From an optimization exercise on the open Yosys and OpenROAD flow, aimed at small area; shortcuts taken in it are not production practice.
Only simulation tests tie the RTL to the original design; equivalence was not proved.
Power is estimated from default activity; no workload was simulated.

==> build 44: inputs <==
// consensus_acceptor
module consensus_acceptor #(
    parameter int ID_BITS     = 48,
    parameter int VALUE_BITS  = 64,
    parameter int UID_BITS    = 16,
    parameter int QUEUE_DEPTH = 4
) (
    input  logic                               clk,
    input  logic                               rst_n,
    input  logic                               req_valid,
    output logic                               req_ready,
    input  logic [2:0]                         req_func,
    input  logic [UID_BITS-1:0]                req_from_uid,
    input  logic [ID_BITS-1:0]                 req_proposal_id,
    input  logic [ID_BITS-1:0]                 req_accepted_in,
    input  logic [VALUE_BITS-1:0]              req_value,
    output logic                               rsp_valid,
    input  logic                               rsp_ready,
    output logic [2:0]                         rsp_msg_kind,
    output logic [UID_BITS-1:0]                rsp_dest_uid,
    output logic [ID_BITS-1:0]                 rsp_msg_proposal_id,
    output logic [ID_BITS-1:0]                 rsp_msg_other_id,
    output logic [VALUE_BITS-1:0]              rsp_msg_value,
    output logic                               rsp_persist_needed,
    output logic                               rsp_prepare_expired,
    output logic                               rsp_last,
    input  logic                               cfg_we,
    input  cac_pkg::cfg_idx_t                  cfg_index,
    input  logic [cac_pkg::CFG_DATA_BITS-1:0]  cfg_data
);
clock: 10.0 ns
lec_check: 0
cap_margin: 20
core_margin: 2
core_utilization: 40
slew_margin: 20
run.sh (not shown) runs the stock make flow with config.mk's settings and CLKGATE_MAP_FILE= SYNTH_SCRIPT=/design/flow/synth_recipe.tcl, a recipe that flattens the netlist after the stock synthesis.
==> inputs of build 9, as changes to build 44 <==
--- a/flow/design.v
+++ b/flow/design.v
@@ -30,13 +30,26 @@
 );
     logic [WIDTH-1:0] entries_reg [4];
     logic [2:0]       wr_ptr_reg;
     logic [2:0]       rd_ptr_reg;
     assign full  = (wr_ptr_reg ^ rd_ptr_reg) == 3'b100;
     assign empty = wr_ptr_reg == rd_ptr_reg;
-    assign rdata = entries_reg[rd_ptr_reg[1:0]];
+    logic [3:0] rd_oh_reg;
+    always_comb
+    begin
+        rdata = '0;
+        for (int i = 0; i < 4; i++)
+            rdata = rdata | (entries_reg[i] & {WIDTH{rd_oh_reg[i]}});
+    end
+    always_ff @(posedge clk or negedge rst_n)
+    begin
+        if (!rst_n)
+            rd_oh_reg <= 4'b0001;
+        else if (pop)
+            rd_oh_reg <= {rd_oh_reg[2:0], rd_oh_reg[3]};
+    end
     always_ff @(posedge clk or negedge rst_n)
     begin
         if (!rst_n)
         begin
             wr_ptr_reg <= '0;
             rd_ptr_reg <= '0;
@@ -114,13 +127,19 @@
         idle_next = idle_reg;
         if (req_func == cac_pkg::FUNC_PREPARE)
             idle_next = '0;
         else if (req_func == cac_pkg::FUNC_TICK && idle_reg != '1)
             idle_next = idle_reg + 1'b1;
     end
-    assign expired = idle_next > window_reg;
+    logic idle_gt, idle_eq, idle_sat, is_tick;
+    assign idle_gt  = idle_reg > window_reg;
+    assign idle_eq  = idle_reg == window_reg;
+    assign idle_sat = idle_reg == '1;
+    assign is_tick  = req_func == cac_pkg::FUNC_TICK;
+    assign expired  = req_func != cac_pkg::FUNC_PREPARE
+                      && (idle_gt || (is_tick && !idle_sat && idle_eq));
     always_ff @(posedge clk or negedge rst_n)
     begin
         if (!rst_n)
             idle_reg <= '0;
         else if (push)
             idle_reg <= idle_next;
@@ -192,12 +211,14 @@
     logic [ID_BITS-1:0]    acc_id_reg;
     logic [VALUE_BITS-1:0] acc_val_reg;
     logic                  prom_pend_reg;
     logic                  acc_pend_reg;
     logic [UID_BITS-1:0]   prom_uid_reg;
     logic [UID_BITS-1:0]   acc_uid_reg;
+    logic                  prom_clr_reg;  
+    logic                  acc_clr_reg;   
     logic                  out_valid_reg;
     logic                  second_reg;
     logic [2:0]            kind_reg;
     logic                  live_reg;      
     logic                  exp_reg;
     logic [UID_BITS-1:0]   uid_reg;
@@ -211,22 +232,22 @@
     logic is_prep, is_acc, is_pers, is_rec;
     logic prep_promise, prep_take, prep_nack;
     logic acc_permit, acc_take, acc_nack;
     logic set_prom, set_acc;
     logic [2:0] kind_d;
     logic live_d, two_d;
-    assign pid_eq_prom = h_pid == promised_reg;
-    assign pid_lt_prom = h_pid < promised_reg;
-    assign prom_zero   = promised_reg == '0;
-    assign dup         = acc_id_reg != '0 && h_pid == acc_id_reg && h_val == acc_val_reg;
+    assign prom_zero   = prom_clr_reg || promised_reg == '0;
+    assign pid_eq_prom = !prom_zero && h_pid == promised_reg;
+    assign pid_lt_prom = !prom_zero && h_pid < promised_reg;
+    assign dup         = !acc_clr_reg && acc_id_reg != '0 && h_pid == acc_id_reg && h_val == acc_val_reg;
     assign is_prep = h_op == 2'd0;
     assign is_acc  = h_op == 2'd1;
     assign is_pers = h_op == 2'd2;
     assign is_rec  = h_op == 2'd3 && h_flag;
-    assign prep_promise = is_prep && pid_eq_prom && !prom_zero;
-    assign prep_take    = is_prep && !(pid_eq_prom && !prom_zero) && !pid_lt_prom && !prom_pend_reg;
+    assign prep_promise = is_prep && pid_eq_prom;
+    assign prep_take    = is_prep && !pid_eq_prom && !pid_lt_prom && !prom_pend_reg;
     assign prep_nack    = is_prep && pid_lt_prom;
     assign acc_permit   = is_acc && dup;
     assign acc_take     = is_acc && !dup && !pid_lt_prom && !acc_pend_reg;
     assign acc_nack     = is_acc && !dup && pid_lt_prom;
     assign set_prom = pop && (prep_take || acc_take || is_rec);
     assign set_acc  = pop && (acc_take || is_rec);
@@ -259,39 +280,42 @@
         end
     end
     always_ff @(posedge clk or negedge rst_n)
     begin
         if (!rst_n)
         begin
-            promised_reg  <= '0;
-            acc_id_reg    <= '0;
-            acc_val_reg   <= '0;
+            prom_clr_reg  <= 1'b1;
+            acc_clr_reg   <= 1'b1;
             prom_pend_reg <= 1'b0;
             acc_pend_reg  <= 1'b0;
         end
         else
         begin
             if (set_prom)
-                promised_reg <= h_pid;
+                prom_clr_reg <= 1'b0;
             if (set_acc)
-            begin
-                acc_id_reg  <= is_rec ? h_acc : h_pid;
-                acc_val_reg <= h_val;
-            end
+                acc_clr_reg <= 1'b0;
             if (pop && prep_take && h_flag)
                 prom_pend_reg <= 1'b1;
             else if (pop && is_pers)
                 prom_pend_reg <= 1'b0;
             if (pop && acc_take && h_flag)
                 acc_pend_reg <= 1'b1;
             else if (pop && is_pers)
                 acc_pend_reg <= 1'b0;
         end
     end
     always_ff @(posedge clk)
     begin
+        if (set_prom)
+            promised_reg <= h_pid;
+        if (set_acc)
+        begin
+            acc_id_reg  <= is_rec ? h_acc : h_pid;
+            acc_val_reg <= h_val;
+        end
         if (pop && prep_take && h_flag)
             prom_uid_reg <= h_uid;
         if (pop && acc_take && h_flag)
             acc_uid_reg <= h_uid;
     end
     always_ff @(posedge clk or negedge rst_n)
@@ -336,15 +360,15 @@
     assign rsp_dest_uid        = !live_reg ? (kind_reg != cac_pkg::MSG_NONE ? uid_reg : '0)
                                : k_promise ? prom_uid_reg
                                : k_permit  ? acc_uid_reg : '0;
     assign rsp_msg_proposal_id = k_promise ? promised_reg
                                : k_permit  ? acc_id_reg
                                : k_nack    ? pid_reg : '0;
-    assign rsp_msg_other_id    = k_promise ? acc_id_reg
+    assign rsp_msg_other_id    = (k_promise && !acc_clr_reg) ? acc_id_reg
                                : k_nack    ? promised_reg : '0;
-    assign rsp_msg_value       = (k_promise || k_permit) ? acc_val_reg : '0;
+    assign rsp_msg_value       = ((k_promise || k_permit) && !acc_clr_reg) ? acc_val_reg : '0;
     assign rsp_persist_needed  = prom_pend_reg || acc_pend_reg;
     assign rsp_prepare_expired = exp_reg;
     assign rsp_last            = !second_reg;
 endmodule
 module consensus_acceptor #(
     parameter int ID_BITS     = 48,
==> flow/flow/run.sh (new file) <==
#!/bin/bash
# The standard layout (standard.sh) with two changes: the port buffers are
# the smallest buffer cell, and the clock tree uses clkbuf_8 buffers in
# smaller clusters, without dummy loads. Each ORFS step logs to orfs/logs;
# make's own output goes to standard.log here.
set -euo pipefail
export BUFFER_PORTS_ARGS="-buffer_cell sky130_fd_sc_hd__buf_1"
export CTS_ARGS="-sink_clustering_enable -repair_clock_nets -buf_list sky130_fd_sc_hd__clkbuf_8 -sink_clustering_size 16 -sink_clustering_max_diameter 50 -dont_use_dummy_load"
bash standard.sh > standard.log 2>&1
==> flow/standard.sh (new file) <==
#!/bin/bash
# synth_recipe.tcl (not shown) runs the flow's synth.tcl, then flattens the netlist and writes it again
# the make line also repeats each setting of config.mk as NAME=value (left out here)
make -C /OpenROAD-flow-scripts/flow DESIGN_CONFIG=/design/flow/config.mk WORK_HOME=/design/flow/orfs CLKGATE_MAP_FILE= SYNTH_SCRIPT=/design/flow/synth_recipe.tcl "${@:-finish}"
Settings changed: CORE_UTILIZATION 40 to 60.
removed: flow/run.sh
==> results.yml <==
power_and_ir_drop:
  pg_clk_mw: 3.74
synthesis:
  synth_area_per_cell_um2: 15.1
  synth-xor-area-share_pct: 3.21
cells_and_area:
  seq_cells: 934
  buf_share_pct: 8.62
run_status:
  status: "no timing/DRC/antenna violations"
sta:
  setup_ws_ns: 3.22
critical_path:
  r2r-start: "u_queue.rd_ptr_reg[0]$_DFFE_PN0P_"
the above is filed under build 44

==> results.yml <==
synthesis:
  synth_area_per_cell_um2: 13.6
  synth-xor-area-share_pct: 0.834
sta:
  setup_ws_ns: 4.18
run_status:
  status: "no timing/DRC/antenna violations"
cells_and_area:
  seq_cells: 940
the above is filed under build 9


========
==> job 4365: inputs <==
Another version of the RTL of consensus_acceptor (not shown whole).
==> flow/config.mk <==
export PLATFORM = sky130hd
export DESIGN_NAME = consensus_acceptor
export DESIGN_NICKNAME = consensus_acceptor
export VERILOG_FILES = /design/flow/design.v
export SDC_FILE = /design/flow/constraint.sdc
export NUM_CORES = 4
export LEC_CHECK = 0
export CAP_MARGIN = 20
export CORE_MARGIN = 2
export CORE_UTILIZATION = 70
export SLEW_MARGIN = 20
==> flow/constraint.sdc <==
create_clock -name core_clock -period 10.0 [get_ports {clk}]
set_input_delay 2.0000 -clock core_clock [delete_from_list [all_inputs] [get_ports {clk}]]
set_output_delay 2.0000 -clock core_clock [all_outputs]
set_load 0.01 [all_outputs]
standard.sh (not shown) runs the stock make flow with config.mk's settings and CLKGATE_MAP_FILE= SYNTH_SCRIPT=/design/flow/synth_recipe.tcl, a recipe that flattens the netlist after the stock synthesis.
==> flow/flow/run.sh <==
#!/bin/bash
# The standard layout (standard.sh) with two changes: the port buffers are
# the smallest buffer cell, and the clock tree uses clkbuf_4 leaf buffers on
# small clusters and clkbuf_8 above them, without dummy loads. Each ORFS step
# logs to orfs/logs; make's own output goes to standard.log here.
set -euo pipefail
export BUFFER_PORTS_ARGS="-buffer_cell sky130_fd_sc_hd__buf_1"
export CTS_ARGS="-sink_clustering_enable -repair_clock_nets -buf_list sky130_fd_sc_hd__clkbuf_8 -root_buf sky130_fd_sc_hd__clkbuf_8 -sink_clustering_buffer sky130_fd_sc_hd__clkbuf_4 -sink_clustering_size 10 -sink_clustering_max_diameter 40 -dont_use_dummy_load"
bash standard.sh > standard.log 2>&1
==> inputs of job 2925, as changes to job 4365 <==
--- a/flow/design.v
+++ b/flow/design.v
@@ -238,16 +238,18 @@
     logic is_prep, is_acc, is_pers, is_rec;
     logic prep_promise, prep_take, prep_nack;
     logic acc_permit, acc_take, acc_nack;
     logic set_prom, set_acc;
     logic [2:0] kind_d;
     logic live_d, two_d;
-    assign prom_zero   = prom_clr_reg || promised_reg == '0;
+    logic pid_zero;
+    assign pid_zero    = h_pid == '0;
+    assign prom_zero   = prom_clr_reg;
     assign pid_eq_prom = !prom_zero && h_pid == promised_reg;
     assign pid_lt_prom = !prom_zero && h_pid < promised_reg;
-    assign dup         = !acc_clr_reg && acc_id_reg != '0 && h_pid == acc_id_reg && h_val == acc_val_reg;
+    assign dup         = !acc_clr_reg && !pid_zero && h_pid == acc_id_reg && h_val == acc_val_reg;
     assign is_prep = h_op == 2'd0;
     assign is_acc  = h_op == 2'd1;
     assign is_pers = h_op == 2'd2;
     assign is_rec  = h_op == 2'd3 && h_flag;
     assign prep_promise = is_prep && pid_eq_prom;
     assign prep_take    = is_prep && !pid_eq_prom && !pid_lt_prom && !prom_pend_reg;
@@ -294,13 +296,13 @@
             prom_pend_reg <= 1'b0;
             acc_pend_reg  <= 1'b0;
         end
         else
         begin
             if (set_prom)
-                prom_clr_reg <= 1'b0;
+                prom_clr_reg <= pid_zero;
             if (set_acc)
                 acc_clr_reg <= 1'b0;
             if (pop && prep_take && h_flag)
                 prom_pend_reg <= 1'b1;
             else if (pop && is_pers)
                 prom_pend_reg <= 1'b0;
==> summary of the runs <==
In job 4365 the power is larger than in job 2925, by 7.9%.
In job 2925 the critical path depth is lower than in job 4365, by 1.
In routed wire length, job 2925 and job 4365 hardly differ.
Between job 4365 and job 2925, the lower global-route usage is in job 4365 (gap 0.32 points).
Sequential share of layout area: job 4365 is lower than job 2925 (0.71 points).
In job 2925 the synthesized cell count is smaller than in job 4365, by about 5.3%.
In clock power, job 4365 and job 2925 hardly differ.
Between job 4365 and job 2925, the lower via count is in job 2925 (gap 5.5%, measured against job 2925).

## port drivers added, routing unchanged
In the flow no input, the clock included, has a driving cell. The finished layouts below were timed again as built, in two steps. Step 1 assumes that a clkbuf_16 drives the clock port and a buf_2 every other input. Step 2 adds t to the input delays and takes it off the output delays; t is the mean of the earliest and latest rising clock arrival at the registers after step 1. Input paths then give back, and output paths get back, about the clock's delay inside the block. Slacks: ideal ports / drivers / drivers and shift; pairs: ideal ports / drivers.
run	shift t [ns]	setup slack, ns	latest minus earliest clock arrival (ns)	slew at the worst register clock pin (ns)	cell pins on the clock port's net
build 44	0.739	3.221 / 3.149 / 3.436	0.029 / 0.030	0.07 / 0.07	1
build 9	0.760	4.176 / 4.110 / 4.341	0.102 / 0.102	0.10 / 0.10	1
job 4365	0.762	4.250 / 4.250 / 4.250	0.081 / 0.080	0.11 / 0.11	1
job 2925	0.753	3.599 / 3.599 / 3.599	0.072 / 0.072	0.12 / 0.12	1
After both steps every run listed still meets setup and hold.
